This design comes from an exercise in tuning for small area, a short achievable clock period and few clock cycles per item on the open sky130 flow, not from production work. At most, simulation tests tie the RTL to the original design; equivalence was not proved. The RTL of runs 1 to 5 was laid out without a check of its function.

<file path="design.v">
`default_nettype none
package muldiv_pkg;
	localparam int xlen = 32;
	localparam int half_len = xlen / 2;
	localparam int mul_chunk = 8;
	localparam int div_steps = 2;
	localparam int dw = xlen + div_steps - 1;
	localparam int div_cycles_max = (xlen + div_steps - 1) / div_steps;
	localparam int cnt_w = $clog2(div_cycles_max + 1);
	typedef enum logic [2:0]
	{
		op_slt  = 3'd0,
		op_sltu = 3'd1,
		op_mul  = 3'd2,
		op_div  = 3'd3,
		op_divu = 3'd4,
		op_rem  = 3'd5,
		op_remu = 3'd6
	} alu_op_e;
	typedef struct packed
	{
		logic [xlen-1:0] a;
		logic [xlen-1:0] b;
	} mul_cmd_t;
	typedef struct packed
	{
		logic [xlen-1:0] num;
		logic [xlen-1:0] denom;
		logic is_signed;
	} div_cmd_t;
	typedef struct packed
	{
		logic [xlen-1:0] quot;
		logic [xlen-1:0] rem;
	} div_rsp_t;
	typedef struct packed
	{
		alu_op_e op;
		logic [xlen-1:0] a;
		logic [xlen-1:0] b;
	} alu_cmd_t;
	typedef struct packed
	{
		logic lt_signed;
		logic lt_unsigned;
	} cmp_rsp_t;
	typedef enum logic [1:0]
	{
		st_mul_idle,
		st_mul_partial,
		st_mul_sum
	} mul_state_e;
	typedef enum logic [1:0]
	{
		st_div_idle,
		st_div_init,
		st_div_iter,
		st_div_fix
	} div_state_e;
endpackage
`default_nettype wire
`default_nettype none
import muldiv_pkg::*;
module operand_compare
(
	input logic [muldiv_pkg::xlen-1:0] a,
	input logic [muldiv_pkg::xlen-1:0] b,
	output muldiv_pkg::cmp_rsp_t cmp
);
	logic [xlen-1:0] diff;
	logic carry;
	logic ovf;
	always_comb
	begin
		{carry, diff} = {1'b0, a} + {1'b0, ~b} + {{xlen{1'b0}}, 1'b1};
		ovf = (a[xlen-1] ^ b[xlen-1]) & (a[xlen-1] ^ diff[xlen-1]);
		cmp.lt_unsigned = ~carry;
		cmp.lt_signed = diff[xlen-1] ^ ovf;
	end
endmodule
`default_nettype wire
`default_nettype none
import muldiv_pkg::*;
module mul_unit
(
	input logic [muldiv_pkg::xlen-1:0] acc,
	input logic [muldiv_pkg::xlen-1:0] x,
	input logic [muldiv_pkg::mul_chunk-1:0] y,
	output logic [muldiv_pkg::xlen-1:0] sum
);
	assign sum = acc + x * y;
endmodule
`default_nettype wire
`default_nettype none
import muldiv_pkg::*;
module div_unit
(
	input logic [muldiv_pkg::xlen-1:0] r_in,
	input logic [muldiv_pkg::dw-1:0] d_in,
	input logic [muldiv_pkg::xlen-1:0] q_in,
	output logic [muldiv_pkg::xlen-1:0] r_out,
	output logic [muldiv_pkg::dw-1:0] d_out,
	output logic [muldiv_pkg::xlen-1:0] q_out
);
	logic [dw:0] t;
	always_comb
	begin
		r_out = r_in;
		d_out = d_in;
		q_out = q_in;
		t = '0;
		for (int i = 0; i < div_steps; i++)
		begin
			t = {{(dw - xlen + 1){1'b0}}, r_out} - {1'b0, d_out};
			if (!t[dw])
				r_out = t[xlen-1:0];
			q_out = {q_out[xlen-2:0], !t[dw]};
			d_out = d_out >> 1;
		end
	end
endmodule
`default_nettype wire
`default_nettype none
import muldiv_pkg::*;
module muldiv_unit
(
	input logic clk,
	input logic rst,
	input logic cmd_valid,
	input muldiv_pkg::alu_cmd_t cmd,
	output logic cmd_ready,
	output logic rsp_valid,
	output logic [muldiv_pkg::xlen-1:0] rsp_data
);
	localparam int n_chunks = (xlen + mul_chunk - 1) / mul_chunk;
	logic s_full;
	logic [xlen-1:0] s_a;
	logic [xlen-1:0] s_b;
	logic s_mul;
	logic s_div;
	logic s_rem;
	logic s_na;
	logic s_negq;
	logic s_lt;
	logic [2:0] op;
	logic [xlen-1:0] a;
	logic [xlen-1:0] b;
	muldiv_pkg::cmp_rsp_t cmp;
	logic is_mul;
	logic is_div;
	logic is_signed;
	logic na;
	logic nb;
	logic swap;
	assign op = cmd.op;
	assign a = cmd.a;
	assign b = cmd.b;
	operand_compare u_cmp (.a(a), .b(b), .cmp(cmp));
	always_comb
	begin
		is_mul = (op == op_mul);
		is_div = (op == op_div) || (op == op_divu) || (op == op_rem) || (op == op_remu);
		is_signed = (op == op_div) || (op == op_rem);
		na = is_signed && a[xlen-1];
		nb = is_signed && b[xlen-1];
		swap = 1'b0;
		for (int j = 1; j < n_chunks; j++)
			if (((a >> (j * mul_chunk)) == '0) && ((b >> (j * mul_chunk)) != '0))
				swap = 1'b1;
		swap = swap && is_mul;
	end
	logic busy;
	logic last;
	logic x_take;
	assign x_take = !busy || last;
	assign cmd_ready = !s_full || x_take;
	always_ff @(posedge clk)
	begin
		if (rst)
			s_full <= 1'b0;
		else if (cmd_ready)
			s_full <= cmd_valid;
	end
	always_ff @(posedge clk)
	begin
		if (cmd_ready)
		begin
			s_a <= swap ? b : (na ? -a : a);
			s_b <= swap ? a : (nb ? -b : b);
			s_mul <= is_mul;
			s_div <= is_div;
			s_rem <= (op == op_rem) || (op == op_remu);
			s_na <= na;
			s_negq <= (na ^ nb) && (b != '0);
			s_lt <= (op == op_slt) ? cmp.lt_signed : (op == op_sltu) ? cmp.lt_unsigned : 1'b0;
		end
	end
	logic [5:0] la;
	logic [5:0] lb;
	logic [6:0] ldiff;
	logic b_zero;
	logic no_steps;
	logic [cnt_w-1:0] ncyc_m1;
	always_comb
	begin
		la = '0;
		lb = '0;
		for (int i = 0; i < xlen; i++)
		begin
			if (s_a[i]) la = 6'(i + 1);
			if (s_b[i]) lb = 6'(i + 1);
		end
		ldiff = {1'b0, la} - {1'b0, lb};
		b_zero = (s_b == '0);
		no_steps = b_zero || ldiff[6];
		ncyc_m1 = no_steps ? '0 : cnt_w'(ldiff[5:0] / 6'(div_steps));
	end
	logic [xlen-1:0] imm_res;
	logic s_negrem;
	always_comb
	begin
		if (s_div)
			imm_res = s_rem ? s_a : (b_zero ? '1 : '0);
		else
			imm_res = {{(xlen - 1){1'b0}}, s_lt};
		s_negrem = s_div && no_steps && s_rem && s_na;
	end
	localparam logic [1:0] md_mul = 2'd0;
	localparam logic [1:0] md_div = 2'd1;
	localparam logic [1:0] md_neg = 2'd2;
	logic [1:0] mode;
	logic [xlen-1:0] r;
	logic [dw-1:0] d;
	logic [xlen-1:0] q;
	logic [cnt_w-1:0] cnt;
	logic sel_rem;
	logic neg;
	logic [xlen-1:0] res_q;
	assign rsp_data = res_q;
	always_comb
	begin
		case (mode)
			md_mul: last = (r >> mul_chunk) == '0;
			md_div: last = (cnt == cnt_w'(1)) && !neg;
			default: last = 1'b1;
		endcase
	end
	logic [xlen-1:0] m_acc;
	logic [xlen-1:0] m_x;
	logic [mul_chunk-1:0] m_y;
	logic [xlen-1:0] m_sum;
	assign m_acc = q;
	assign m_x = d[xlen-1:0];
	assign m_y = r[mul_chunk-1:0];
	mul_unit u_mul (.acc(m_acc), .x(m_x), .y(m_y), .sum(m_sum));
	logic [xlen-1:0] dv_r;
	logic [dw-1:0] dv_d;
	logic [xlen-1:0] dv_q;
	div_unit u_div
	(
		.r_in(r), .d_in(d), .q_in(q),
		.r_out(dv_r), .d_out(dv_d), .q_out(dv_q)
	);
	logic [xlen-1:0] rq;
	assign rq = sel_rem ? r : q;
	always_ff @(posedge clk)
	begin
		if (rst)
		begin
			busy <= 1'b0;
			rsp_valid <= 1'b0;
		end
		else
		begin
			rsp_valid <= busy && last;
			if (s_full && x_take)
				busy <= 1'b1;
			else if (last)
				busy <= 1'b0;
		end
	end
	always_ff @(posedge clk)
	begin
		case (mode)
			md_mul: res_q <= m_sum;
			md_div: res_q <= sel_rem ? dv_r : dv_q;
			default: res_q <= -rq;
		endcase
	end
	always_ff @(posedge clk)
	begin
		if (!x_take)
		begin
			if (mode == md_div)
			begin
				q <= dv_q;
				d <= dv_d;
				r <= dv_r;
				if (cnt == cnt_w'(1))
					mode <= md_neg;
			end
			else
			begin
				q <= m_sum;
				d <= d << mul_chunk;
				r <= r >> mul_chunk;
			end
			cnt <= cnt - cnt_w'(1);
		end
		else
		begin
			sel_rem <= s_rem;
			neg <= s_rem ? s_na : s_negq;
			cnt <= ncyc_m1 + cnt_w'(1);
			if (s_div && !no_steps)
			begin
				mode <= md_div;
				r <= s_a;
				d <= (dw'(s_b) << (div_steps - 1)) << (ncyc_m1 * div_steps);
				q <= '0;
			end
			else
			begin
				mode <= s_negrem ? md_neg : md_mul;
				q <= s_mul ? '0 : imm_res;
				d <= dw'(s_a);
				r <= s_mul ? s_b : (s_negrem ? s_a : '0);
			end
		end
	end
endmodule
`default_nettype wire
`default_nettype none
module muldiv_top
(
	input logic clk,
	input logic rst,
	input logic cmd_valid,
	input logic [2:0] cmd_op,
	input logic [31:0] cmd_a,
	input logic [31:0] cmd_b,
	output logic cmd_ready,
	output logic rsp_valid,
	output logic [31:0] rsp_data
);
	muldiv_unit u_unit
	(
		.clk(clk),
		.rst(rst),
		.cmd_valid(cmd_valid),
		.cmd({cmd_op, cmd_a, cmd_b}),
		.cmd_ready(cmd_ready),
		.rsp_valid(rsp_valid),
		.rsp_data(rsp_data)
	);
endmodule
`default_nettype wire
</file>
<file path="constraint.sdc">
create_clock -name core_clock -period 8.0 [get_ports {clk}]
set_input_delay 1.6000 -clock core_clock [delete_from_list [all_inputs] [get_ports {clk}]]
set_output_delay 1.6000 -clock core_clock [all_outputs]
set_load 0.01 [all_outputs]
</file>
<file path="config.mk">
export PLATFORM = sky130hd
export DESIGN_NAME = muldiv_top
export DESIGN_NICKNAME = muldiv_top
export VERILOG_FILES = /design/flow/design.v
export SDC_FILE = /design/flow/constraint.sdc
export NUM_CORES = 4
export LEC_CHECK = 0
export CAP_MARGIN = 20
export CORE_MARGIN = 2
export CORE_UTILIZATION = 40
export SLEW_MARGIN = 20
</file>
<file path="run.sh">
#!/bin/bash
# synth_recipe.tcl (not shown) runs the flow's synth.tcl, then flattens the netlist and writes it again
# the make line also repeats each setting of config.mk as NAME=value (left out here)
make -C /OpenROAD-flow-scripts/flow DESIGN_CONFIG=/design/flow/config.mk WORK_HOME=/design/flow/orfs CLKGATE_MAP_FILE= SYNTH_SCRIPT=/design/flow/synth_recipe.tcl finish
</file>
==> reports/metrics.cfg, run 1 <==
[global_routing]
grt_first_pass_wirelength_mm=141
first_global_vias=23300
gr-usage-all-layers_pct=27.2
antenna_found_initial=2
grt-ovfl-total=0
maximum_number_of_pins_on_one_net_before_global_route_repair=85

[route]
detailedRoute.firstIterationViolations=2296
remaining_drc_errors=0
route.antenna.remaining_nets=0
detailedRoute.firstPassIterationCount=7
drt_wl_total_mm=91.7
via_per_inst=5.82
drt-wirelength-per-cell_um=22.4
via_count=23800

[worst_setup_path]
timing.critical_path.required_ns=8.39
critical_path.cell_chain=inv_1 -> ha_1 -> o211a_1 -> o21a_1 -> o211ai_1 -> or3_1 -> o21a_2 -> o21ai_4 -> mux2_2 -> ha_1 -> a21oi_1 -> o21ai_0 -> a211oi_1 -> o21ai_0 -> o21bai_2 -> a221o_1 -> buf_4 -> mux2i_1 -> o221ai_1
endpoint_kind=register
worstPathArrival_ns=7.59
crit_buf_inv=2
largest_delay_share_family_worst_path=compound AO/OA/AOI/OAI gates
timing_worst_setup_path_type=reg2reg
crit_path_start_kind=register
cpMaxStageDelayCell=sky130_fd_sc_hd__o21ai_4
critPathMaxFanout=27
cp_slowest_stage_delay_ns=0.82

[timing]
tightest_slew_ns=1.05
timing.slew.headroom_pct=30.1
timing.final.ws_setup_ns=0.798
max_clock_freq_mhz=139
report.final.slew_viol_count=0
totalNegativeSetupSlack_ns=0
total_of_endpoints_with_negative_setup_slack_in_the_final_report=0
finalWorstPathRequiredPeriod_ns=7.20
hold_viol_final=0
skew_ns=0.0200
worst_hold_slack_ns=0.484
rsz0062_at_grt=false
final.period_utilization_pct=90.0

[floorplanning]
io-pin-count=104
die-area_um2=66700
die_height_um=258
placementRows=93
initial_core_utilization_pct=40.3
die_w_um=258
placeableCoreArea_um2=64200

[logic_synthesis]
ys.flop_type=sky130_fd_sc_hd__dfxtp_1
ys_types=91
syn_nets=3625
synth-seq-area-share_pct=19.2
synth.cell_area_um2=25900
syn-instance-count=3210
synth-edff-count=74
yosys_warnings=3
ys_seq_elements=211
synthArstFlopShare_pct=0
syn-mean-instance-area_um2=8.06

[finish]
nets=3635
layout.filler_cells=6583
area.growth.synth_to_final_pct=10.2
final_util_pct=44.4
design_area_final_um2=28500
final_layout_size_suffix_gt1_share_pct=4.73
antennaDiodeCount=0

[placed_design]
finalWeightedCongestion=1.02
port_buffers=103
detailedPlace.worstSlack_ns=0.923
post-dp-hpwl_mm=73.6
placedInstanceArea_um2=27700

[cts]
cts.clk_slew.worst_paths_ns=0.07
clkLatencyLatePin_ns=0.57
cts.sinks=211
clock_path_buffers=3
tritoncts.num_buffers=25
cts_tree=built
cts.htree.levels=1
clk_root_buffer_cell=sky130_fd_sc_hd__clkbuf_16
post_cts.resized_instances=0
post_cts.repair.setup_buffers=0
holdBufCountCts=0

[flow_run]
maxCapViolations=0

[worst_hold_path]
hp-class=reg2reg

[status]
run_status=timing/DRC/antenna clean

-- layout by cell type, fill, tap and decap left out, types with 17 or more instances in the layout --
cell,synthesis,routed
sky130_fd_sc_hd__mux2i_1,115,115
sky130_fd_sc_hd__xor2_1,57,57
sky130_fd_sc_hd__a221o_1,19,19
sky130_fd_sc_hd__a31oi_1,23,23
sky130_fd_sc_hd__a211oi_1,35,35
sky130_fd_sc_hd__nand3_1,44,44
sky130_fd_sc_hd__nor3_1,63,63
sky130_fd_sc_hd__nand2b_1,30,30
sky130_fd_sc_hd__clkdlybuf4s50_1,0,103
sky130_fd_sc_hd__ha_1,155,155
sky130_fd_sc_hd__clkbuf_16,0,25
sky130_fd_sc_hd__nor2b_1,49,48
sky130_fd_sc_hd__nand2_1,358,356
sky130_fd_sc_hd__a21oi_1,236,234
sky130_fd_sc_hd__buf_4,7,47
sky130_fd_sc_hd__a221oi_1,20,20
sky130_fd_sc_hd__o211ai_1,33,33
sky130_fd_sc_hd__dfxtp_1,137,137
sky130_fd_sc_hd__and3_1,21,20
sky130_fd_sc_hd__edfxtp_1,74,74
sky130_fd_sc_hd__inv_1,334,333
sky130_fd_sc_hd__o21a_1,24,24
sky130_fd_sc_hd__mux2_2,25,25
sky130_fd_sc_hd__xnor2_1,119,119
sky130_fd_sc_hd__fa_1,190,190
sky130_fd_sc_hd__and2_1,97,97
sky130_fd_sc_hd__o21ai_0,177,177
sky130_fd_sc_hd__a22oi_1,25,25
sky130_fd_sc_hd__nor4_1,17,17
sky130_fd_sc_hd__nand4_1,17,17
sky130_fd_sc_hd__o31ai_1,28,28
sky130_fd_sc_hd__a21o_1,57,57
sky130_fd_sc_hd__nor2_1,217,214
sky130_fd_sc_hd__o22ai_1,39,39
sky130_fd_sc_hd__or3_1,20,20
-- flip-flops by register name, indices dropped and copies added, names as in the netlist, 2 cells and up --
register,flops
u_unit.q,32
u_unit.r,32
u_unit.s_a,32
u_unit.res_q,32
u_unit.mode,2
u_unit.d,33
u_unit.s_b,32
u_unit.cnt,5
-- synthesized netlist by cell type, types with 33 or more instances --
library cell | number | share of area, %
sky130_fd_sc_hd__o211ai_1 | 33 | 0.96
sky130_fd_sc_hd__nor3_1 | 63 | 1.2
sky130_fd_sc_hd__inv_1 | 334 | 4.8
sky130_fd_sc_hd__clkbuf_1 | 124 | 1.8
sky130_fd_sc_hd__fa_1 | 190 | 15
sky130_fd_sc_hd__a21oi_1 | 236 | 4.6
sky130_fd_sc_hd__xnor2_1 | 119 | 4.0
sky130_fd_sc_hd__nand2_1 | 358 | 5.2
sky130_fd_sc_hd__a21o_1 | 57 | 1.7
sky130_fd_sc_hd__and2_1 | 97 | 2.3
sky130_fd_sc_hd__nor2b_1 | 49 | 1.2
sky130_fd_sc_hd__nand3_1 | 44 | 0.85
sky130_fd_sc_hd__xor2_1 | 57 | 1.9
sky130_fd_sc_hd__edfxtp_1 | 74 | 8.6
sky130_fd_sc_hd__ha_1 | 155 | 7.5
sky130_fd_sc_hd__dfxtp_1 | 137 | 11
sky130_fd_sc_hd__mux2i_1 | 115 | 4.5
sky130_fd_sc_hd__a211oi_1 | 35 | 1.0
sky130_fd_sc_hd__nor2_1 | 217 | 3.1
sky130_fd_sc_hd__o22ai_1 | 39 | 0.94
sky130_fd_sc_hd__o21ai_0 | 177 | 3.4
-- metal layers --
metal  GRT usage [%]  wire length (um)  vias up
met5               0                13        -
met2            45.4             42600      866
met4            8.93              3160        2
met3            2.17              5600      148
met1            37.3             40300    11600
li1                -                 -    11200
-- cell families after synthesis --
| kind of cell | after synthesis | share of synthesized area [%] |
|---|---|---|
| simple gates | 986 | 18.1 |
| fa+ha+maj | 345 | 22.2 |
| flops | 211 | 19.2 |
| compound gates | 847 | 21.4 |
| xor+xnor | 176 | 5.96 |
| mux | 141 | 5.59 |
| buf+inv | 504 | 7.60 |
-- stage by stage --
stage / std cells
after floorplan: 3210
final: 4093
after global placement: 4048
after detailed placement: 4048
after global routing: 4093
after CTS: 4093
-- area by class of cell --
| class | count | area (um2) | area share (%) |
|---|---|---|---|
| Clock buffer | 26 | 629 | 2.21 |
| Clock inverter | 19 | 181 | 0.637 |
| Inverter | 336 | 1260 | 4.43 |
| Multi-Input combinational cell | 2495 | 19000 | 66.6 |
| Sequential cell | 211 | 4960 | 17.4 |
| Tap cell | 855 | 1070 | 3.75 |
| Timing Repair Buffer | 151 | 1400 | 4.93 |
-- final timing paths --
kind,startpoint,endpoint,slack (ns),cells after the start
hold / removal,u_unit.cnt[0],u_unit.cnt[0],0.48,1
setup reg to reg,u_unit.d[12],u_unit.res_q[30],0.80,19
setup / recovery,u_unit.d[12],u_unit.res_q[30],0.80,19
hold reg to reg,u_unit.cnt[0],u_unit.cnt[0],0.48,1
==> run 2: changes to the inputs <==
--- a/design.v
+++ b/design.v
@@ -141,21 +141,20 @@
 	logic s_rem;
 	logic s_na;
 	logic s_negq;
-	logic s_lt;
+	logic s_cmp;
 	logic [2:0] op;
 	logic [xlen-1:0] a;
 	logic [xlen-1:0] b;
-	muldiv_pkg::cmp_rsp_t cmp;
 	logic is_mul;
 	logic is_div;
 	logic is_signed;
 	logic na;
 	logic nb;
 	logic swap;
+	logic flip;
 	assign op = cmd.op;
 	assign a = cmd.a;
 	assign b = cmd.b;
-	operand_compare u_cmp (.a(a), .b(b), .cmp(cmp));
 	always_comb
 	begin
 		is_mul = (op == op_mul);
@@ -168,6 +167,7 @@
 			if (((a >> (j * mul_chunk)) == '0) && ((b >> (j * mul_chunk)) != '0))
 				swap = 1'b1;
 		swap = swap && is_mul;
+		flip = (op == op_slt);
 	end
 	logic busy;
 	logic last;
@@ -185,14 +185,14 @@
 	begin
 		if (cmd_ready)
 		begin
-			s_a <= swap ? b : (na ? -a : a);
-			s_b <= swap ? a : (nb ? -b : b);
+			s_a <= swap ? b : (na ? -a : {a[xlen-1] ^ flip, a[xlen-2:0]});
+			s_b <= swap ? a : (nb ? -b : {b[xlen-1] ^ flip, b[xlen-2:0]});
 			s_mul <= is_mul;
 			s_div <= is_div;
 			s_rem <= (op == op_rem) || (op == op_remu);
 			s_na <= na;
 			s_negq <= (na ^ nb) && (b != '0);
-			s_lt <= (op == op_slt) ? cmp.lt_signed : (op == op_sltu) ? cmp.lt_unsigned : 1'b0;
+			s_cmp <= (op == op_slt) || (op == op_sltu);
 		end
 	end
 	logic [5:0] la;
@@ -222,12 +222,13 @@
 		if (s_div)
 			imm_res = s_rem ? s_a : (b_zero ? '1 : '0);
 		else
-			imm_res = {{(xlen - 1){1'b0}}, s_lt};
+			imm_res = '0;
 		s_negrem = s_div && no_steps && s_rem && s_na;
 	end
 	localparam logic [1:0] md_mul = 2'd0;
 	localparam logic [1:0] md_div = 2'd1;
 	localparam logic [1:0] md_neg = 2'd2;
+	localparam logic [1:0] md_cmp = 2'd3;
 	logic [1:0] mode;
 	logic [xlen-1:0] r;
 	logic [dw-1:0] d;
@@ -284,7 +285,8 @@
 		case (mode)
 			md_mul: res_q <= m_sum;
 			md_div: res_q <= sel_rem ? dv_r : dv_q;
-			default: res_q <= -rq;
+			md_neg: res_q <= -rq;
+			default: res_q <= {{(xlen - 1){1'b0}}, !dv_q[div_steps-1]};
 		endcase
 	end
 	always_ff @(posedge clk)
@@ -319,6 +321,13 @@
 				d <= (dw'(s_b) << (div_steps - 1)) << (ncyc_m1 * div_steps);
 				q <= '0;
 			end
+			else if (s_cmp)
+			begin
+				mode <= md_cmp;
+				r <= s_a;
+				d <= dw'(s_b);
+				q <= '0;
+			end
 			else
 			begin
 				mode <= s_negrem ? md_neg : md_mul;
--- a/config.mk
+++ b/config.mk
@@ -8,4 +8,5 @@
 export CAP_MARGIN = 20
 export CORE_MARGIN = 2
 export CORE_UTILIZATION = 40
+export SETUP_SLACK_MARGIN = 1.5
 export SLEW_MARGIN = 20
==> reports/metrics.cfg, run 2 <==
[logic_synthesis]
ys_top_cells_by_count=370 x sky130_fd_sc_hd__nand2_1, 301 x sky130_fd_sc_hd__inv_1, 250 x sky130_fd_sc_hd__o21ai_0
synth-seq-area-share_pct=19.1
synthMuxAreaShare_pct=7.71
syn-instance-count=3210
post-synth-top-area-fraction_pct=14.6
synth_compound_area_share_pct=21.0
synthTopCellsByArea=sky130_fd_sc_hd__fa_1 15%, sky130_fd_sc_hd__dfxtp_1 11%, sky130_fd_sc_hd__edfxtp_1 8.5%, sky130_fd_sc_hd__mux2i_1 6.1%, sky130_fd_sc_hd__ha_1 6.0%
synth_top_family_by_area=compound AO/OA/AOI/OAI gates
synthArstFlopShare_pct=0
synth_area_in_adders_pct=20.5
synth.cell_area_um2=26000
ys_seq_elements=211
ys_types=97
synth-edff-count=74
syn_nets=3593
synth_top_area_cell=sky130_fd_sc_hd__fa_1
ys.flop_type=sky130_fd_sc_hd__dfxtp_1
synth_xor_area_share_pct=6.00
synth_simple_gate_area_share_pct=18.1
yosys_warnings=2
yosysMostFrequentCell=sky130_fd_sc_hd__nand2_1
syn-mean-instance-area_um2=8.10

[finish]
antennaDiodeCount=0
final_common_cell=sky130_fd_sc_hd__nand2_1
final_cells=4072
area.growth.synth_to_final_pct=10.7
final_layout_size_suffix_gt1_share_pct=6.93
layout.filler_cells=6449
design_area_final_um2=28800
top_library_cells_by_usage_in_the_layout_fill_and_taps_aside=369 x sky130_fd_sc_hd__nand2_1, 300 x sky130_fd_sc_hd__inv_1, 247 x sky130_fd_sc_hd__o21ai_0
max_flop_register=u_unit.d
largest_register_ff_count=33
nets=3578

[placed_design]
finalWeightedCongestion=1.00
placedInstanceArea_um2=27700
post-dp-hpwl_mm=74.4
detailedPlace.worstSlack_ns=1.24
port_buffers=103
place.detailed.instances=4018

[cts]
cts_tree=built
cts.htree.levels=1
cts.clk_slew.worst_paths_ns=0.06
clock_path_buffers=3
cts.sinks=211
tritoncts.num_buffers=28
holdBufCountCts=0
clkLatencyLatePin_ns=0.59
clk_root_buffer_cell=sky130_fd_sc_hd__clkbuf_16

[timing]
report.final.slew_viol_count=0
timing.slew.headroom_pct=32.4
finalWorstPathRequiredPeriod_ns=6.37
total_of_endpoints_with_negative_setup_slack_in_the_final_report=0
max_clock_freq_mhz=157
hold_viol_final=0
skew_ns=0.0218
rsz0062_at_grt=true
tightest_slew_ns=1.01
totalNegativeSetupSlack_ns=0
final.period_utilization_pct=79.7
timing.final.ws_setup_ns=1.63

[route]
detailedRoute.firstPassIterationCount=5
drt-wirelength-per-cell_um=22.8
remaining_drc_errors=0
detailedRoute.firstIterationViolations=2184
via_count=23900
route.antenna.remaining_nets=0
drt_wl_total_mm=92.8
via_per_inst=5.86

[worst_setup_path]
largest_delay_share_family_worst_path=compound AO/OA/AOI/OAI gates
cp_slowest_stage_delay_ns=0.76
regToRegSetupSlack_ns=1.63
crit_path_start_kind=register
worst-path-stages=21
timing.critical_path.required_ns=8.53
critical_path.cell_chain=nor2_1 -> o21ai_0 -> a211oi_1 -> o31ai_1 -> a21boi_0 -> nor3_1 -> o31ai_1 -> a21boi_0 -> o311ai_0 -> nand2_1 -> fa_1 -> nor2b_1 -> o21a_1 -> o21ai_0 -> a211o_2 -> nor2_4 -> buf_4 -> mux2i_1 -> mux2i_1 -> o21ai_0 -> a21o_1
r2r-start=u_unit.s_a[3]
r2r_end=u_unit.d[21]
worstPathArrival_ns=6.90
cpMaxStageDelayCell=sky130_fd_sc_hd__nor2_4
critPathMaxFanout=31
timing.critical_path.mode_cell=sky130_fd_sc_hd__o21ai_0
setup.worst_path.start=u_unit.s_a[3]
r2r.worst_path.cells=21
endpoint_kind=register
timing_worst_setup_path_type=reg2reg
crit_buf_inv=1

[status]
run_status=timing/DRC/antenna clean

[worst_hold_path]
min_from=u_unit.q[29]
holdPathEnd=u_unit.q[31]
min_path_cells=2
hp-class=reg2reg

[global_routing]
maximum_number_of_pins_on_one_net_before_global_route_repair=113
gr-usage-all-layers_pct=27.3
first_global_vias=22900
grt_first_pass_wirelength_mm=141
grt-ovfl-total=0
antenna_found_initial=1

[floorplanning]
placementRows=93
die-area_um2=67000
initial_core_utilization_pct=40.4
die_height_um=259
placeableCoreArea_um2=64300
die_w_um=259
io-pin-count=104

[flow_run]
maxCapViolations=0

[run 2: changes by cell type after synthesis, sizes merged, moves of 11 or more]
cell / before / now
a21oi: 237 / 157
clkbuf: 124 / 145
ha: 155 / 124
inv: 335 / 301
mux2i: 116 / 162
nand2: 358 / 370
o211ai: 33 / 22
o21ai: 182 / 256
o221ai: 15 / 2
xnor2: 119 / 96
xor2: 57 / 82
[run 2: through the flow]
step | hold slack, ns | utilization [%]
after floorplan | 0.421 | -
after global placement | 0.454 | 43.0
after detailed placement | 0.469 | 43.0
after CTS | 0.482 | 44.6
after global routing | 0.513 | 44.7
final | 0.477 | 44.7
[run 2: cell families after synthesis]
logic type,after synthesis
buffers and inverters,497
adders and majority gates,313
AOI/OAI and AO/OA,836
and+or+nand+nor,982
DFF,211
xor gates and xnor gates,178
muxes,193
[run 2: area by class of cell]
class	instances	area (um2)	area share, %
Multi-Input combinational cell	2502	19200	66.8
Sequential cell	211	4990	17.3
Timing Repair Buffer	151	1410	4.89
Inverter	301	1130	3.93
Tap cell	855	1070	3.72
Clock buffer	34	743	2.58
Clock inverter	18	224	0.778
[run 2: metal layers]
layer  share of wire (%)  up-vias  track usage (%)
met2                  44     1014             42.9
met5                   0        -                0
met1                  45    11600             39.5
met3                 7.7      146             2.92
li1                    -    11100                -
met4                 3.3        0             8.12
[run 2: worst register-to-register path, delay by kind of cell, from the launching register on]
family / cells / cell delay, ns
AND/OR/NAND/NOR: 5 / 1.48
AO/OA/AOI/OAI: 12 / 3.15
buffers and inverters: 1 / 0.35
flip-flops: 1 / 0.47
multiplexers: 2 / 0.42
adder cells (fa/ha/maj): 1 / 0.45
[run 2: how the worst max path moves through the flow]
stage | end | slack [ns]
after floorplan | u_unit.res_q[17] | 2.17
after global placement | u_unit.res_q[25] | 1.38
after detailed placement | u_unit.res_q[26] | 1.24
after CTS | u_unit.res_q[26] | 1.51
after global routing | u_unit.d[21] | 1.46
final | u_unit.d[21] | 1.63
[run 2: timing repair]
item                       CTS  global route
setup buffers                2             0
gates resized for setup      4            34
setup endpoints to repair   44            68
pin swaps                    1             0
==> run 3: changes to the inputs <==
--- a/config.mk
+++ b/config.mk
@@ -8,5 +8,5 @@
 export CAP_MARGIN = 20
 export CORE_MARGIN = 2
 export CORE_UTILIZATION = 40
-export SETUP_SLACK_MARGIN = 1.5
+export SETUP_SLACK_MARGIN = 2.5
 export SLEW_MARGIN = 20
==> reports/metrics.cfg, run 3 <==
[global_routing]
grt-ovfl-total=0
grt_first_pass_wirelength_mm=150
gr-usage-all-layers_pct=29.4
first_global_vias=23900
antenna_found_initial=1
maximum_number_of_pins_on_one_net_before_global_route_repair=107

[cts]
cts.clk_slew.worst_paths_ns=0.07
clkLatencyLatePin_ns=0.57
holdBufCountCts=0
clock_path_buffers=3
cts_tree=built
clk_root_buffer_cell=sky130_fd_sc_hd__clkbuf_16
tritoncts.num_buffers=25
cts.htree.levels=1
cts.sinks=211

[route]
detailedRoute.firstIterationViolations=2212
detailedRoute.firstPassIterationCount=5
drt-wirelength-per-cell_um=24.3
remaining_drc_errors=0
drt_wl_total_mm=102
via_count=24800
route.antenna.remaining_nets=0
via_per_inst=5.91

[worst_setup_path]
worstPathArrival_ns=6.06
timing_worst_setup_path_type=reg2reg
crit_path_start_kind=register
regToRegSetupSlack_ns=2.39
r2r.worst_path.cells=24
r2r-start=u_unit.r[1]
endpoint_kind=register
critPathMaxFanout=7
r2r_end=u_unit.res_q[25]
timing.critical_path.required_ns=8.45

[logic_synthesis]
synth.cell_area_um2=26000
post-synth-top-area-fraction_pct=14.6
ys.flop_type=sky130_fd_sc_hd__dfxtp_1
ys_seq_elements=211
yosys_warnings=2
synthArstFlopShare_pct=0
synthTopCellsByArea=sky130_fd_sc_hd__fa_1 15%, sky130_fd_sc_hd__dfxtp_1 11%, sky130_fd_sc_hd__edfxtp_1 8.5%, sky130_fd_sc_hd__mux2i_1 6.1%, sky130_fd_sc_hd__ha_1 6.0%
synth_top_area_cell=sky130_fd_sc_hd__fa_1
synth-edff-count=74
syn_nets=3593
ys_top_cells_by_count=370 x sky130_fd_sc_hd__nand2_1, 301 x sky130_fd_sc_hd__inv_1, 250 x sky130_fd_sc_hd__o21ai_0
syn-mean-instance-area_um2=8.10
syn-instance-count=3210
yosysMostFrequentCell=sky130_fd_sc_hd__nand2_1
synth-seq-area-share_pct=19.1
ys_types=97

[floorplanning]
placementRows=93
initial_core_utilization_pct=40.4
die-area_um2=67000
io-pin-count=104
die_w_um=259
die_height_um=259
placeableCoreArea_um2=64300

[finish]
nets=3703
final_layout_size_suffix_gt1_share_pct=16.6
final_common_cell=sky130_fd_sc_hd__nand2_1
antennaDiodeCount=0
largest_register_ff_count=33
final_cells=4192
design_area_final_um2=31800
max_flop_register=u_unit.d
top_library_cells_by_usage_in_the_layout_fill_and_taps_aside=359 x sky130_fd_sc_hd__nand2_1, 295 x sky130_fd_sc_hd__inv_1, 204 x sky130_fd_sc_hd__nor2_1, 204 x sky130_fd_sc_hd__o21ai_0, 183 x sky130_fd_sc_hd__fa_1
area.growth.synth_to_final_pct=22.4

[worst_hold_path]
hp-class=reg2reg
min_from=u_unit.busy
holdPathEnd=u_unit.rsp_valid
min_path_cells=2

[timing]
final.period_utilization_pct=70.1
totalNegativeSetupSlack_ns=0
report.final.slew_viol_count=0
timing.slew.headroom_pct=23.5
total_of_endpoints_with_negative_setup_slack_in_the_final_report=0
hold_viol_final=0
finalWorstPathRequiredPeriod_ns=5.61
max_clock_freq_mhz=178
worst_hold_slack_ns=0.490
rsz0062_at_grt=true
skew_ns=0.0219
tightest_slew_ns=1.15

[placed_design]
placedInstanceArea_um2=27700
finalWeightedCongestion=0.981
port_buffers=103
place.detailed.instances=4019
post-dp-hpwl_mm=75.6

[status]
run_status=timing/DRC/antenna clean

[flow_run]
maxCapViolations=0

==> run 3: cell counts after synthesis <==
Identical to the previous run, type by type.
==> run 3: worst max-delay path, stage by stage, from the launching register on <==
cell and delay (ns):
sky130_fd_sc_hd__dfxtp_4 0.36, sky130_fd_sc_hd__buf_4 0.15, sky130_fd_sc_hd__ha_1 0.29, sky130_fd_sc_hd__nor2b_1 0.15, sky130_fd_sc_hd__o31a_1 0.30, sky130_fd_sc_hd__o41a_1 0.41, sky130_fd_sc_hd__o21ba_4 0.24, sky130_fd_sc_hd__o21ai_4 0.18
sky130_fd_sc_hd__a21oi_4 0.08, sky130_fd_sc_hd__buf_6 0.15, sky130_fd_sc_hd__clkbuf_16 0.16, sky130_fd_sc_hd__buf_6 0.12, sky130_fd_sc_hd__mux2i_4 0.23, sky130_fd_sc_hd__fa_2 0.29, sky130_fd_sc_hd__nor2b_4 0.06, sky130_fd_sc_hd__o31ai_4 0.31
sky130_fd_sc_hd__a21oi_4 0.12, sky130_fd_sc_hd__o41a_1 0.44, sky130_fd_sc_hd__o211ai_4 0.25, sky130_fd_sc_hd__o211a_4 0.27, sky130_fd_sc_hd__nor2_4 0.06, sky130_fd_sc_hd__buf_12 0.16, sky130_fd_sc_hd__buf_12 0.13, sky130_fd_sc_hd__mux2_4 0.30
sky130_fd_sc_hd__a221o_1 0.29
==> run 3: how the worst max path moves through the flow <==
stage                       from               end  slack, ns
floorplan            u_unit.r[3]  u_unit.res_q[31]       2.50
global placement    u_unit.d[17]       u_unit.r[3]       1.26
detailed placement  u_unit.d[17]   u_unit.res_q[6]       1.18
CTS                  u_unit.r[0]  u_unit.res_q[17]       2.38
global route         u_unit.r[0]  u_unit.res_q[31]       2.28
finish               u_unit.r[1]  u_unit.res_q[25]       2.39
==> run 3: area by class of cell <==
cell class / count / area [um2]
Multi-Input combinational cell: 2506 / 20800
Tap cell: 855 / 1070
Inverter: 301 / 1130
Timing Repair Buffer: 275 / 2940
Sequential cell: 211 / 5060
Fill cell: 6126 / 32500
Clock buffer: 32 / 703
Clock inverter: 12 / 136
==> run 3: logic make-up (layout without fill, tap and decap cells) <==
family,count (synthesis),in the layout,synth area share [%]
adders and majority gates,313,313,20.5
buffers and inverters,497,620,7.48
xor gates and xnor gates,178,178,6.00
DFF,211,211,19.1
muxes,193,193,7.71
and+or+nand+nor,982,986,18.1
AOI/OAI and AO/OA,836,836,21.0
==> run 3: per-layer routing <==
| metal | up-vias | share of wire, % | GRT usage [%] |
|---|---|---|---|
| li1 | 11400 | - | - |
| met1 | 12100 | 43 | 41.0 |
| met2 | 1087 | 45 | 46.9 |
| met3 | 205 | 7.3 | 2.98 |
| met4 | 0 | 4.4 | 11.1 |
| met5 | - | 0 | 0 |
==> run 3: per-stage QoR <==
| stage | setup WS [ns] | utilization [%] |
|---|---|---|
| after floorplan | 2.50 | - |
| after global placement | 1.26 | 43.1 |
| after detailed placement | 1.18 | 43.1 |
| after CTS | 2.38 | 47.1 |
| after global routing | 2.28 | 49.4 |
| final | 2.39 | 49.4 |
==> run 3: timing repair <==
| action | 4_1_cts | 5_1_grt |
|---|---|---|
| endpoints found under the hold margin | 0 | 0 |
| endpoints found under the setup margin | 112 | 104 |
| buffers inserted | 66 | 47 |
| pin swaps | 32 | 83 |
| resized for setup | 209 | 232 |
| cloned | 11 | 5 |
==> run 4: changes to the inputs <==
--- a/design.v
+++ b/design.v
@@ -227,8 +227,7 @@
 	end
 	localparam logic [1:0] md_mul = 2'd0;
 	localparam logic [1:0] md_div = 2'd1;
-	localparam logic [1:0] md_neg = 2'd2;
-	localparam logic [1:0] md_cmp = 2'd3;
+	localparam logic [1:0] md_cmp = 2'd2;
 	logic [1:0] mode;
 	logic [xlen-1:0] r;
 	logic [dw-1:0] d;
@@ -238,14 +237,8 @@
 	logic neg;
 	logic [xlen-1:0] res_q;
 	assign rsp_data = res_q;
-	always_comb
-	begin
-		case (mode)
-			md_mul: last = (r >> mul_chunk) == '0;
-			md_div: last = (cnt == cnt_w'(1)) && !neg;
-			default: last = 1'b1;
-		endcase
-	end
+	logic last_q;
+	assign last = last_q;
 	logic [xlen-1:0] m_acc;
 	logic [xlen-1:0] m_x;
 	logic [mul_chunk-1:0] m_y;
@@ -262,8 +255,8 @@
 		.r_in(r), .d_in(d), .q_in(q),
 		.r_out(dv_r), .d_out(dv_d), .q_out(dv_q)
 	);
-	logic [xlen-1:0] rq;
-	assign rq = sel_rem ? r : q;
+	logic [xlen-1:0] dv_res;
+	assign dv_res = sel_rem ? dv_r : dv_q;
 	always_ff @(posedge clk)
 	begin
 		if (rst)
@@ -284,8 +277,7 @@
 	begin
 		case (mode)
 			md_mul: res_q <= m_sum;
-			md_div: res_q <= sel_rem ? dv_r : dv_q;
-			md_neg: res_q <= -rq;
+			md_div: res_q <= dv_res;
 			default: res_q <= {{(xlen - 1){1'b0}}, !dv_q[div_steps-1]};
 		endcase
 	end
@@ -293,19 +285,27 @@
 	begin
 		if (!x_take)
 		begin
-			if (mode == md_div)
+			if ((mode == md_div) && (cnt == cnt_w'(1)))
+			begin
+				mode <= md_mul;
+				q <= xlen'(1);
+				d <= dw'(~dv_res);
+				r <= xlen'(1);
+				last_q <= 1'b1;
+			end
+			else if (mode == md_div)
 			begin
 				q <= dv_q;
 				d <= dv_d;
 				r <= dv_r;
-				if (cnt == cnt_w'(1))
-					mode <= md_neg;
+				last_q <= (cnt == cnt_w'(2)) && !neg;
 			end
 			else
 			begin
 				q <= m_sum;
 				d <= d << mul_chunk;
 				r <= r >> mul_chunk;
+				last_q <= (r >> (2 * mul_chunk)) == '0;
 			end
 			cnt <= cnt - cnt_w'(1);
 		end
@@ -317,6 +317,7 @@
 			if (s_div && !no_steps)
 			begin
 				mode <= md_div;
+				last_q <= (ncyc_m1 == '0) && !(s_rem ? s_na : s_negq);
 				r <= s_a;
 				d <= (dw'(s_b) << (div_steps - 1)) << (ncyc_m1 * div_steps);
 				q <= '0;
@@ -324,16 +325,18 @@
 			else if (s_cmp)
 			begin
 				mode <= md_cmp;
+				last_q <= 1'b1;
 				r <= s_a;
 				d <= dw'(s_b);
 				q <= '0;
 			end
 			else
 			begin
-				mode <= s_negrem ? md_neg : md_mul;
-				q <= s_mul ? '0 : imm_res;
-				d <= dw'(s_a);
-				r <= s_mul ? s_b : (s_negrem ? s_a : '0);
+				mode <= md_mul;
+				last_q <= !s_mul || ((s_b >> mul_chunk) == '0);
+				q <= s_negrem ? xlen'(1) : (s_mul ? '0 : imm_res);
+				d <= dw'(s_negrem ? ~s_a : s_a);
+				r <= s_negrem ? xlen'(1) : (s_mul ? s_b : '0);
 			end
 		end
 	end
==> reports/metrics.cfg, run 4 <==
[worst_setup_path]
r2r_end=u_unit.d[3]
endpoint_kind=register
regToRegSetupSlack_ns=2.43
r2r.worst_path.cells=27
r2r-start=u_unit.r[0]
setup.worst_path.start=u_unit.r[0]
crit_path_start_kind=register
timing.critical_path.required_ns=8.47
timing_worst_setup_path_type=reg2reg
critPathMaxFanout=7
worstPathArrival_ns=6.04

[floorplanning]
die_height_um=252
initial_core_utilization_pct=40.6
io-pin-count=104
placeableCoreArea_um2=60600
placementRows=90
die_w_um=252
die-area_um2=63500

[route]
drt-wirelength-per-cell_um=28.1
drt_wl_total_mm=114
via_per_inst=6.16
detailedRoute.firstPassIterationCount=6
via_count=24900
remaining_drc_errors=0
detailedRoute.firstIterationViolations=2576
route.antenna.remaining_nets=0

[finish]
final_layout_size_suffix_gt1_share_pct=20.8
final_cells=4046
layout.filler_cells=5722
multi_input_area_um2=19900
max_flop_register=u_unit.d
antennaDiodeCount=0
final_common_cell=sky130_fd_sc_hd__nand2_1
largest_register_ff_count=33
nets=3627
layout.area.seq_um2=5100
area.growth.synth_to_final_pct=28.2
top_library_cells_by_usage_in_the_layout_fill_and_taps_aside=372 x sky130_fd_sc_hd__nand2_1, 296 x sky130_fd_sc_hd__inv_1, 202 x sky130_fd_sc_hd__nor2_1

[logic_synthesis]
yosys_warnings=2
syn_nets=3439
ys_types=82
yosysMostFrequentCell=sky130_fd_sc_hd__nand2_1
synth_top_area_cell=sky130_fd_sc_hd__fa_1
ys.flop_type=sky130_fd_sc_hd__dfxtp_1
post-synth-top-area-fraction_pct=15.4
synth-edff-count=74
synth.cell_area_um2=24600
ys_top_cells_by_count=385 x sky130_fd_sc_hd__nand2_1, 321 x sky130_fd_sc_hd__inv_1, 215 x sky130_fd_sc_hd__a21oi_1
ys_seq_elements=212
synthTopCellsByArea=sky130_fd_sc_hd__fa_1 15%, sky130_fd_sc_hd__dfxtp_1 11%, sky130_fd_sc_hd__edfxtp_1 9.0%, sky130_fd_sc_hd__ha_1 6.4%, sky130_fd_sc_hd__nand2_1 5.9%
synth-seq-area-share_pct=20.2
syn-mean-instance-area_um2=8.06
synthArstFlopShare_pct=0
syn-instance-count=3055

[global_routing]
gr-usage-all-layers_pct=34.1
first_global_vias=24000
grt-ovfl-total=0
maximum_number_of_pins_on_one_net_before_global_route_repair=106
antenna_found_initial=2
grt_use_met2_pct=53.8
use_met1_pct=46.2
use_met3_pct=6.11
top_usage_layer=met2
grt_first_pass_wirelength_mm=160

[placed_design]
port_buffers=103
place.detailed.instances=3823
post-dp-hpwl_mm=83.5
finalWeightedCongestion=1.02

[timing]
tightest_slew_ns=1.30
hold_viol_final=0
finalWorstPathRequiredPeriod_ns=5.57
max_clock_freq_mhz=180
report.final.slew_viol_count=0
totalNegativeSetupSlack_ns=0
timing.slew.headroom_pct=13.3
final.period_utilization_pct=69.6
rsz0062_at_grt=true
skew_ns=0.0298
total_of_endpoints_with_negative_setup_slack_in_the_final_report=0

[worst_hold_path]
min_from=u_unit.busy
hp-class=reg2reg
min_path_cells=2
holdPathEnd=u_unit.rsp_valid

[cts]
cts.htree.levels=1
clkLatencyLatePin_ns=0.60
clock_path_buffers=3
cts_tree=built
tritoncts.num_buffers=27
cts.sinks=212
clk_root_buffer_cell=sky130_fd_sc_hd__clkbuf_16
holdBufCountCts=0
cts.clk_slew.worst_paths_ns=0.07

[flow_run]
maxCapViolations=0

[status]
run_status=timing/DRC/antenna clean

run 4: routing by layer:
metal / vias up / wire length [um]
met4: 0 / 6360
met1: 12300 / 46700
met3: 289 / 10700
met2: 1420 / 50000
li1: 10900 / -
met5: - / 0
run 4: what timing repair did:
| item | 4_1_cts | 5_1_grt |
|---|---|---|
| resized for setup | 285 | 275 |
| pin swaps | 58 | 94 |
| setup endpoints to repair | 133 | 121 |
| cloned | 10 | 7 |
| buffers inserted | 84 | 71 |
run 4: cell families (layout without fill, tap and decap cells):
group / after synthesis / in the layout / synth area share (%)
AO/OA/AOI/OAI: 812 / 812 / 21.1
XOR/XNOR: 183 / 183 / 6.51
adder cells (fa/ha/maj): 314 / 314 / 21.7
buffers and inverters: 499 / 706 / 7.93
flip-flops: 212 / 212 / 20.2
multiplexers: 135 / 135 / 5.83
AND/OR/NAND/NOR: 900 / 902 / 16.6
run 4: worst max path at each step:
stage | endpoint | slack, ns | cells after the start
3_5_place_dp | u_unit.q[24] | 1.09 | 21
5_1_grt | u_unit.d[3] | 2.34 | 25
3_3_place_gp | u_unit.r[7] | 1.12 | 22
6_report | u_unit.d[3] | 2.43 | 27
4_1_cts | u_unit.q[24] | 2.46 | 20
2_1_floorplan | u_unit.res_q[29] | 2.54 | 23
run 4: layout make-up:
type	count	share of cell area (%)
tap	782	3.10
sequential	212	16.1
timing repair buffer	332	10.6
inverter	324	4.04
clock buffer	32	2.26
multi-input combinational	2346	63.1
clock inverter	18	0.713
run 4: per-stage QoR:
step           setup slack (ns)  utilization, %  hold WS, ns  area (um2)
2_1_floorplan              2.54               -        0.405       24600
6_report                   2.43            52.1        0.429       31600
3_3_place_gp               1.12            43.7        0.417       26500
5_1_grt                    2.34            52.1        0.455       31600
4_1_cts                    2.46            48.7        0.436       29500
3_5_place_dp               1.09            43.7        0.434       26500
run 4: worst max-delay path: stages, from the launching register on:
cell	delay [ns]
sky130_fd_sc_hd__dfxtp_4	0.38
sky130_fd_sc_hd__inv_4	0.05
sky130_fd_sc_hd__ha_4	0.18
sky130_fd_sc_hd__fa_2	0.42
sky130_fd_sc_hd__nor2b_4	0.16
sky130_fd_sc_hd__o31ai_4	0.07
sky130_fd_sc_hd__a21o_1	0.23
sky130_fd_sc_hd__a211o_1	0.35
sky130_fd_sc_hd__buf_4	0.17
sky130_fd_sc_hd__o21ai_4	0.20
sky130_fd_sc_hd__a31oi_1	0.13
sky130_fd_sc_hd__xor2_1	0.27
sky130_fd_sc_hd__o21ai_2	0.14
sky130_fd_sc_hd__ha_1	0.24
sky130_fd_sc_hd__a21o_1	0.20
sky130_fd_sc_hd__a21o_1	0.17
sky130_fd_sc_hd__a21o_1	0.20
sky130_fd_sc_hd__a21o_1	0.20
sky130_fd_sc_hd__a21oi_2	0.14
sky130_fd_sc_hd__o31a_1	0.24
sky130_fd_sc_hd__o31ai_4	0.12
sky130_fd_sc_hd__buf_4	0.15
sky130_fd_sc_hd__buf_6	0.13
sky130_fd_sc_hd__buf_16	0.16
sky130_fd_sc_hd__mux2i_4	0.21
sky130_fd_sc_hd__buf_6	0.14
sky130_fd_sc_hd__a221oi_2	0.24
sky130_fd_sc_hd__o21ai_1	0.14
==> run 5: changes to the inputs <==
--- a/config.mk
+++ b/config.mk
@@ -7,6 +7,6 @@
 export LEC_CHECK = 0
 export CAP_MARGIN = 20
 export CORE_MARGIN = 2
-export CORE_UTILIZATION = 40
+export CORE_UTILIZATION = 55
 export SETUP_SLACK_MARGIN = 2.5
 export SLEW_MARGIN = 20
==> reports/metrics.cfg, run 5 <==
[route]
route.antenna.remaining_nets=0
drt-wirelength-per-cell_um=27.0
remaining_drc_errors=0
drt_wl_total_mm=103
via_per_inst=6.62
detailedRoute.firstPassIterationCount=6
via_count=25100
detailedRoute.firstIterationViolations=3474

[logic_synthesis]
ys_top_cells_by_count=385 x sky130_fd_sc_hd__nand2_1, 321 x sky130_fd_sc_hd__inv_1, 215 x sky130_fd_sc_hd__a21oi_1
syn-mean-instance-area_um2=8.06
post-synth-top-area-fraction_pct=15.4
synthTopCellsByArea=sky130_fd_sc_hd__fa_1 15%, sky130_fd_sc_hd__dfxtp_1 11%, sky130_fd_sc_hd__edfxtp_1 9.0%, sky130_fd_sc_hd__ha_1 6.4%, sky130_fd_sc_hd__nand2_1 5.9%
ys_types=82
synth.cell_area_um2=24600
syn_nets=3439
yosysMostFrequentCell=sky130_fd_sc_hd__nand2_1
ys.flop_type=sky130_fd_sc_hd__dfxtp_1
synth-seq-area-share_pct=20.2
synth_top_area_cell=sky130_fd_sc_hd__fa_1
yosys_warnings=2
synthArstFlopShare_pct=0
ys_seq_elements=212
synth-edff-count=74
syn-instance-count=3055

[timing]
totalNegativeSetupSlack_ns=0
hold_viol_final=0
report.final.slew_viol_count=0
skew_ns=0.0386
timing.final.ws_setup_ns=2.31
final.period_utilization_pct=71.1
timing.slew.headroom_pct=16.1
rsz0062_at_grt=true
total_of_endpoints_with_negative_setup_slack_in_the_final_report=0
finalWorstPathRequiredPeriod_ns=5.69
tightest_slew_ns=1.26
max_clock_freq_mhz=176

[finish]
final_common_cell=sky130_fd_sc_hd__nand2_1
top_library_cells_by_usage_in_the_layout_fill_and_taps_aside=379 x sky130_fd_sc_hd__nand2_1, 304 x sky130_fd_sc_hd__inv_1, 201 x sky130_fd_sc_hd__nor2_1
layout.filler_cells=3578
nets=3571
largest_register_ff_count=33
final_cells=3797
final_util_pct=68.8
area.growth.synth_to_final_pct=23.6
final_layout_size_suffix_gt1_share_pct=18.5
max_flop_register=u_unit.d

[global_routing]
maximum_number_of_pins_on_one_net_before_global_route_repair=108
first_global_vias=23900
grt-ovfl-total=0
grt_use_met2_pct=64.2
grt_first_pass_wirelength_mm=149
use_met3_pct=10.4
antenna_found_initial=2
gr-usage-all-layers_pct=42.3
use_met1_pct=56.3
top_usage_layer=met2

[cts]
clkLatencyLatePin_ns=0.58
cts_tree=built
cts.htree.levels=1
clock_path_buffers=3
clk_root_buffer_cell=sky130_fd_sc_hd__clkbuf_16
cts.clk_slew.worst_paths_ns=0.07
tritoncts.num_buffers=23
cts.sinks=212

[floorplanning]
io-pin-count=104
die_height_um=216
placementRows=77
placeableCoreArea_um2=44200
die_w_um=216
initial_core_utilization_pct=55.7
die-area_um2=46500

[placed_design]
post-dp-hpwl_mm=74.4
place.detailed.instances=3626
port_buffers=103
finalWeightedCongestion=1.05
detailedPlace.worstSlack_ns=0.792

[flow_run]
maxCapViolations=0

[worst_setup_path]
endpoint_kind=register
timing_worst_setup_path_type=reg2reg
r2r-start=u_unit.s_a[3]
crit_path_start_kind=register
timing.critical_path.required_ns=8.45
critPathMaxFanout=6
setup.worst_path.start=u_unit.s_a[3]
worstPathArrival_ns=6.14

[worst_hold_path]
hp-class=reg2reg
min_from=u_unit.busy

[status]
run_status=timing/DRC/antenna clean

run 5: cells by family (layout without fill, tap and decap cells):
kind of cell	Yosys count	after routing	synth area share, %
AO/OA/AOI/OAI	812	812	21.1
other	0	1	0
adder cells (fa/ha/maj)	314	314	21.7
flip-flops	212	212	20.2
AND/OR/NAND/NOR	900	901	16.6
buffers and inverters	499	647	7.93
multiplexers	135	135	5.83
XOR/XNOR	183	183	6.51
run 5: per-layer routing:
layer | vias to the layer above | share of wire (%)
li1 | 10800 | -
met2 | 1851 | 42
met3 | 412 | 13
met5 | - | 0.013
met1 | 12000 | 38
met4 | 2 | 6.8
run 5: worst paths after layout:
path                 endpoint  slack (ns)  cells after the start
min reg2reg  u_unit.rsp_valid        0.43                      2
max              u_unit.d[32]        2.31                     24
max reg2reg      u_unit.d[32]        2.31                     24
min          u_unit.rsp_valid        0.43                      2
run 5: layout make-up:
cell class	count	area (um2)	share of cell area, %
multi-input cells	2345	19700	64.6
flip-flops and latches	212	5090	16.7
repair buffers	281	2890	9.50
inverters	324	1270	4.19
well taps	592	741	2.43
clock buffers	25	583	1.92
clock inverters	17	194	0.637
diodes	1	2.50	0.00822
run 5: repair_timing:
| item | in CTS | in global routing |
|---|---|---|
| pin swaps | 42 | 85 |
| resized for setup | 269 | 229 |
| gates cloned | 12 | 3 |
| setup buffers | 54 | 59 |
| setup endpoints to repair | 134 | 126 |
| hold buffers | 0 | 0 |
run 5: critical path, stage by stage, from the launching register on:
cell	delay, ns
sky130_fd_sc_hd__edfxtp_1	0.43
sky130_fd_sc_hd__a211oi_2	0.22
sky130_fd_sc_hd__nor3_1	0.07
sky130_fd_sc_hd__nor3_1	0.17
sky130_fd_sc_hd__nor3_1	0.10
sky130_fd_sc_hd__o31ai_2	0.24
sky130_fd_sc_hd__a311oi_2	0.18
sky130_fd_sc_hd__o311ai_2	0.45
sky130_fd_sc_hd__a311oi_1	0.16
sky130_fd_sc_hd__o311ai_1	0.37
sky130_fd_sc_hd__nand2_1	0.12
sky130_fd_sc_hd__fa_2	0.37
sky130_fd_sc_hd__nand2b_4	0.16
sky130_fd_sc_hd__a21boi_2	0.15
sky130_fd_sc_hd__o21ai_1	0.08
sky130_fd_sc_hd__a211oi_2	0.23
sky130_fd_sc_hd__buf_4	0.20
sky130_fd_sc_hd__and3_4	0.26
sky130_fd_sc_hd__buf_12	0.12
sky130_fd_sc_hd__buf_16	0.13
sky130_fd_sc_hd__mux2i_2	0.10
sky130_fd_sc_hd__mux2i_2	0.58
sky130_fd_sc_hd__mux2i_2	0.27
sky130_fd_sc_hd__mux2i_1	0.21
sky130_fd_sc_hd__o2bb2ai_1	0.18
run 5: metrics by stage:
step / instance area (um2) / hold slack [ns]
global route: 30400 / 0.478
finish: 30400 / 0.427
floorplan: 24600 / 0.405
detailed placement: 26200 / 0.425
global placement: 26200 / 0.419
CTS: 28800 / 0.432
==> run 6: changes to the inputs <==
--- a/design.v
+++ b/design.v
@@ -232,27 +232,24 @@
 	logic [xlen-1:0] r;
 	logic [dw-1:0] d;
 	logic [xlen-1:0] q;
+	logic first;
+	logic inc;
 	logic [cnt_w-1:0] cnt;
 	logic sel_rem;
 	logic neg;
-	logic [xlen-1:0] res_q;
-	assign rsp_data = res_q;
+	assign rsp_data = q;
 	logic last_q;
 	assign last = last_q;
-	logic [xlen-1:0] m_acc;
-	logic [xlen-1:0] m_x;
-	logic [mul_chunk-1:0] m_y;
+	logic [xlen-1:0] q_in;
+	assign q_in = first ? {{(xlen - 1){1'b0}}, inc} : q;
 	logic [xlen-1:0] m_sum;
-	assign m_acc = q;
-	assign m_x = d[xlen-1:0];
-	assign m_y = r[mul_chunk-1:0];
-	mul_unit u_mul (.acc(m_acc), .x(m_x), .y(m_y), .sum(m_sum));
+	mul_unit u_mul (.acc(q_in), .x(d[xlen-1:0]), .y(r[mul_chunk-1:0]), .sum(m_sum));
 	logic [xlen-1:0] dv_r;
 	logic [dw-1:0] dv_d;
 	logic [xlen-1:0] dv_q;
 	div_unit u_div
 	(
-		.r_in(r), .d_in(d), .q_in(q),
+		.r_in(r), .d_in(d), .q_in(q_in),
 		.r_out(dv_r), .d_out(dv_d), .q_out(dv_q)
 	);
 	logic [xlen-1:0] dv_res;
@@ -276,33 +273,37 @@
 	always_ff @(posedge clk)
 	begin
 		case (mode)
-			md_mul: res_q <= m_sum;
-			md_div: res_q <= dv_res;
-			default: res_q <= {{(xlen - 1){1'b0}}, !dv_q[div_steps-1]};
+			md_mul: q <= m_sum;
+			md_div:
+				if (cnt != cnt_w'(1))
+					q <= dv_q;
+				else if (neg)
+					q <= xlen'(1);
+				else
+					q <= dv_res;
+			default: q <= {{(xlen - 1){1'b0}}, !dv_q[div_steps-1]};
 		endcase
 	end
 	always_ff @(posedge clk)
 	begin
+		first <= x_take;
 		if (!x_take)
 		begin
 			if ((mode == md_div) && (cnt == cnt_w'(1)))
 			begin
 				mode <= md_mul;
-				q <= xlen'(1);
 				d <= dw'(~dv_res);
 				r <= xlen'(1);
 				last_q <= 1'b1;
 			end
 			else if (mode == md_div)
 			begin
-				q <= dv_q;
 				d <= dv_d;
 				r <= dv_r;
 				last_q <= (cnt == cnt_w'(2)) && !neg;
 			end
 			else
 			begin
-				q <= m_sum;
 				d <= d << mul_chunk;
 				r <= r >> mul_chunk;
 				last_q <= (r >> (2 * mul_chunk)) == '0;
@@ -314,13 +315,13 @@
 			sel_rem <= s_rem;
 			neg <= s_rem ? s_na : s_negq;
 			cnt <= ncyc_m1 + cnt_w'(1);
+			inc <= s_negrem;
 			if (s_div && !no_steps)
 			begin
 				mode <= md_div;
 				last_q <= (ncyc_m1 == '0) && !(s_rem ? s_na : s_negq);
 				r <= s_a;
 				d <= (dw'(s_b) << (div_steps - 1)) << (ncyc_m1 * div_steps);
-				q <= '0;
 			end
 			else if (s_cmp)
 			begin
@@ -328,15 +329,13 @@
 				last_q <= 1'b1;
 				r <= s_a;
 				d <= dw'(s_b);
-				q <= '0;
 			end
 			else
 			begin
 				mode <= md_mul;
 				last_q <= !s_mul || ((s_b >> mul_chunk) == '0);
-				q <= s_negrem ? xlen'(1) : (s_mul ? '0 : imm_res);
-				d <= dw'(s_negrem ? ~s_a : s_a);
-				r <= s_negrem ? xlen'(1) : (s_mul ? s_b : '0);
+				d <= dw'(s_mul ? s_a : (s_negrem ? ~s_a : imm_res));
+				r <= s_mul ? s_b : xlen'(1);
 			end
 		end
 	end
--- a/config.mk
+++ b/config.mk
@@ -7,6 +7,6 @@
 export LEC_CHECK = 0
 export CAP_MARGIN = 20
 export CORE_MARGIN = 2
-export CORE_UTILIZATION = 55
+export CORE_UTILIZATION = 40
 export SETUP_SLACK_MARGIN = 2.5
 export SLEW_MARGIN = 20
==> reports/metrics.cfg, run 6 <==
[status]
run_status=timing/DRC/antenna clean

[flow_run]
maxCapViolations=0

[timing]
totalNegativeSetupSlack_ns=0
final.period_utilization_pct=70.2
report.final.slew_viol_count=0
total_of_endpoints_with_negative_setup_slack_in_the_final_report=0
hold_viol_final=0
max_clock_freq_mhz=178
timing.slew.headroom_pct=24.9

[finish]
top_library_cells_by_usage_in_the_layout_fill_and_taps_aside=350 x sky130_fd_sc_hd__nand2_1, 255 x sky130_fd_sc_hd__inv_1, 186 x sky130_fd_sc_hd__fa_1
nets=3469
antennaDiodeCount=0
area.growth.synth_to_final_pct=23.3
final_common_cell=sky130_fd_sc_hd__nand2_1
final_layout_size_suffix_gt1_share_pct=17.7

[cts]
cts.sinks=182
clkLatencyLatePin_ns=0.48
clock_path_buffers=2
cts_tree=built
cts.htree.levels=4

[route]
via_count=24000
drt-wirelength-per-cell_um=26.6
drt_wl_total_mm=103

[worst_setup_path]
r2r-start=u_unit.d[25]
worstPathArrival_ns=5.96
timing.critical_path.required_ns=8.34
regToRegSetupSlack_ns=2.39
critPathMaxFanout=5
r2r.worst_path.cells=24

[global_routing]
maximum_number_of_pins_on_one_net_before_global_route_repair=108
first_global_vias=23600
grt-ovfl-total=0
gr-usage-all-layers_pct=33.2

[floorplanning]
initial_core_utilization_pct=40.4
die-area_um2=61500

[logic_synthesis]
synthTopCellsByArea=sky130_fd_sc_hd__fa_1 16%, sky130_fd_sc_hd__edfxtp_1 9.5%, sky130_fd_sc_hd__dfxtp_1 9.0%, sky130_fd_sc_hd__ha_1 6.6%, sky130_fd_sc_hd__nand2_1 5.6%
post-synth-top-area-fraction_pct=15.9
syn-mean-instance-area_um2=8.07
synth.cell_area_um2=23800
synth_top_area_cell=sky130_fd_sc_hd__fa_1
yosys_warnings=2
syn_nets=3334
synth-edff-count=75
syn-instance-count=2950
yosysMostFrequentCell=sky130_fd_sc_hd__nand2_1

[placed_design]
detailedPlace.worstSlack_ns=0.989
finalWeightedCongestion=1.03
post-dp-hpwl_mm=75.8

run 6: cell type report:
class,instances,area (um2)
timing repair buffer,285,2960
clock buffer,19,464
sequential,182,4530
multi-input combinational,2322,19200
clock inverter,13,154
tap,773,967
inverter,277,1090
fill,5588,29600
run 6: worst max-delay path: stages (launching register included):
cell and delay (ns):
sky130_fd_sc_hd__dfxtp_4 0.36, sky130_fd_sc_hd__clkinvlp_4 0.14, sky130_fd_sc_hd__ha_4 0.29, sky130_fd_sc_hd__nand2_1 0.12, sky130_fd_sc_hd__o21ai_1 0.10, sky130_fd_sc_hd__and3_1 0.19
sky130_fd_sc_hd__a211o_1 0.28, sky130_fd_sc_hd__a2111o_1 0.40, sky130_fd_sc_hd__o21ai_4 0.18, sky130_fd_sc_hd__buf_12 0.15, sky130_fd_sc_hd__buf_16 0.14, sky130_fd_sc_hd__buf_4 0.11
sky130_fd_sc_hd__mux2_4 0.31, sky130_fd_sc_hd__ha_4 0.24, sky130_fd_sc_hd__a21o_1 0.22, sky130_fd_sc_hd__a221oi_4 0.30, sky130_fd_sc_hd__o221ai_2 0.15, sky130_fd_sc_hd__or3_4 0.35
sky130_fd_sc_hd__a311oi_4 0.27, sky130_fd_sc_hd__buf_6 0.16, sky130_fd_sc_hd__nor2_2 0.05, sky130_fd_sc_hd__a31oi_1 0.23, sky130_fd_sc_hd__xnor2_1 0.18, sky130_fd_sc_hd__mux2i_2 0.17
sky130_fd_sc_hd__a311o_1 0.38
run 6: metrics by stage:
stage / area, um2 / instances / util [%] / hold slack, ns
after detailed placement: 25600 / 3707 / 43.5 / 0.430
after global placement: 25600 / 3707 / 43.5 / 0.431
after floorplan: 23800 / 2950 / - / 0.405
after CTS: 28000 / 3806 / 47.6 / 0.445
after global routing: 29300 / 3871 / 49.8 / 0.484
final: 29300 / 3871 / 49.8 / 0.441
run 6: kinds of logic (layout without fill, tap and decap cells):
group / Yosys count / count (layout) / synth area share (%)
flops: 182 / 182 / 18.5
compound gates: 794 / 795 / 22.0
fa+ha+maj: 314 / 314 / 22.5
buf+inv: 448 / 594 / 7.30
mux: 123 / 123 / 5.41
simple gates: 936 / 937 / 18.8
xor+xnor: 153 / 153 / 5.63
run 6: worst max path at each step:
| stage | startpoint | end | slack, ns |
|---|---|---|---|
| floorplan | u_unit.d[24] | u_unit.r[21] | 2.51 |
| global placement | u_unit.d[2] | u_unit.q[31] | 1.09 |
| detailed placement | u_unit.d[2] | u_unit.r[9] | 0.99 |
| CTS | u_unit.d[11] | u_unit.q[15] | 2.43 |
| global route | u_unit.d[25] | u_unit.d[29] | 2.26 |
| finish | u_unit.d[25] | u_unit.d[29] | 2.39 |
run 6: layer usage:
layer  up-vias  routed length (um)  global-route usage, %
li1      10600                   -                      -
met3       376                9220                   6.15
met1     11700               39800                   40.7
met2      1335               46900                   54.9
met5         -                  15                  0.477
met4         2                7210                   18.1
run 6: what timing repair did:
| action | in CTS | in global routing |
|---|---|---|
| pin swaps | 36 | 60 |
| gates cloned | 13 | 2 |
| gates resized for setup | 241 | 177 |
| endpoints found under the setup margin | 98 | 97 |
| setup buffers | 54 | 63 |
Testbench counts of run 6, summed over its fixed seeds: cycles 5,985, items 2,400.

## static timing again, ports no longer ideal
The results above use ideal ports. As a check the final layouts listed here were re-extracted and re-timed, cells and wires unchanged.
Step 1 sets driving cells, clkbuf_16 on the clock port and buf_2 on the other inputs (assumed; they add their load-dependent delay and slew).
Step 2, shift: input delay + t, output delay - t, t = (earliest + latest rising clock arrival at the registers) / 2. This alone moves slack from input paths to output paths.
Three values: ideal ports, drivers, drivers and shift; two values: the first two.
run	t, ns	setup slack, ns	worst slew at a driven data input, ns
run 1	0.615	0.798 / 0.798 / 0.798	0.05
run 2	0.638	1.626 / 1.626 / 1.626	0.04
run 3	0.612	2.388 / 2.388 / 2.388	0.05
run 4	0.643	2.430 / 2.430 / 2.430	0.07
run 5	0.612	2.312 / 2.312 / 2.312	0.04
run 6	0.526	2.385 / 2.385 / 2.385	0.07
After both steps setup and hold are still met in every run listed.
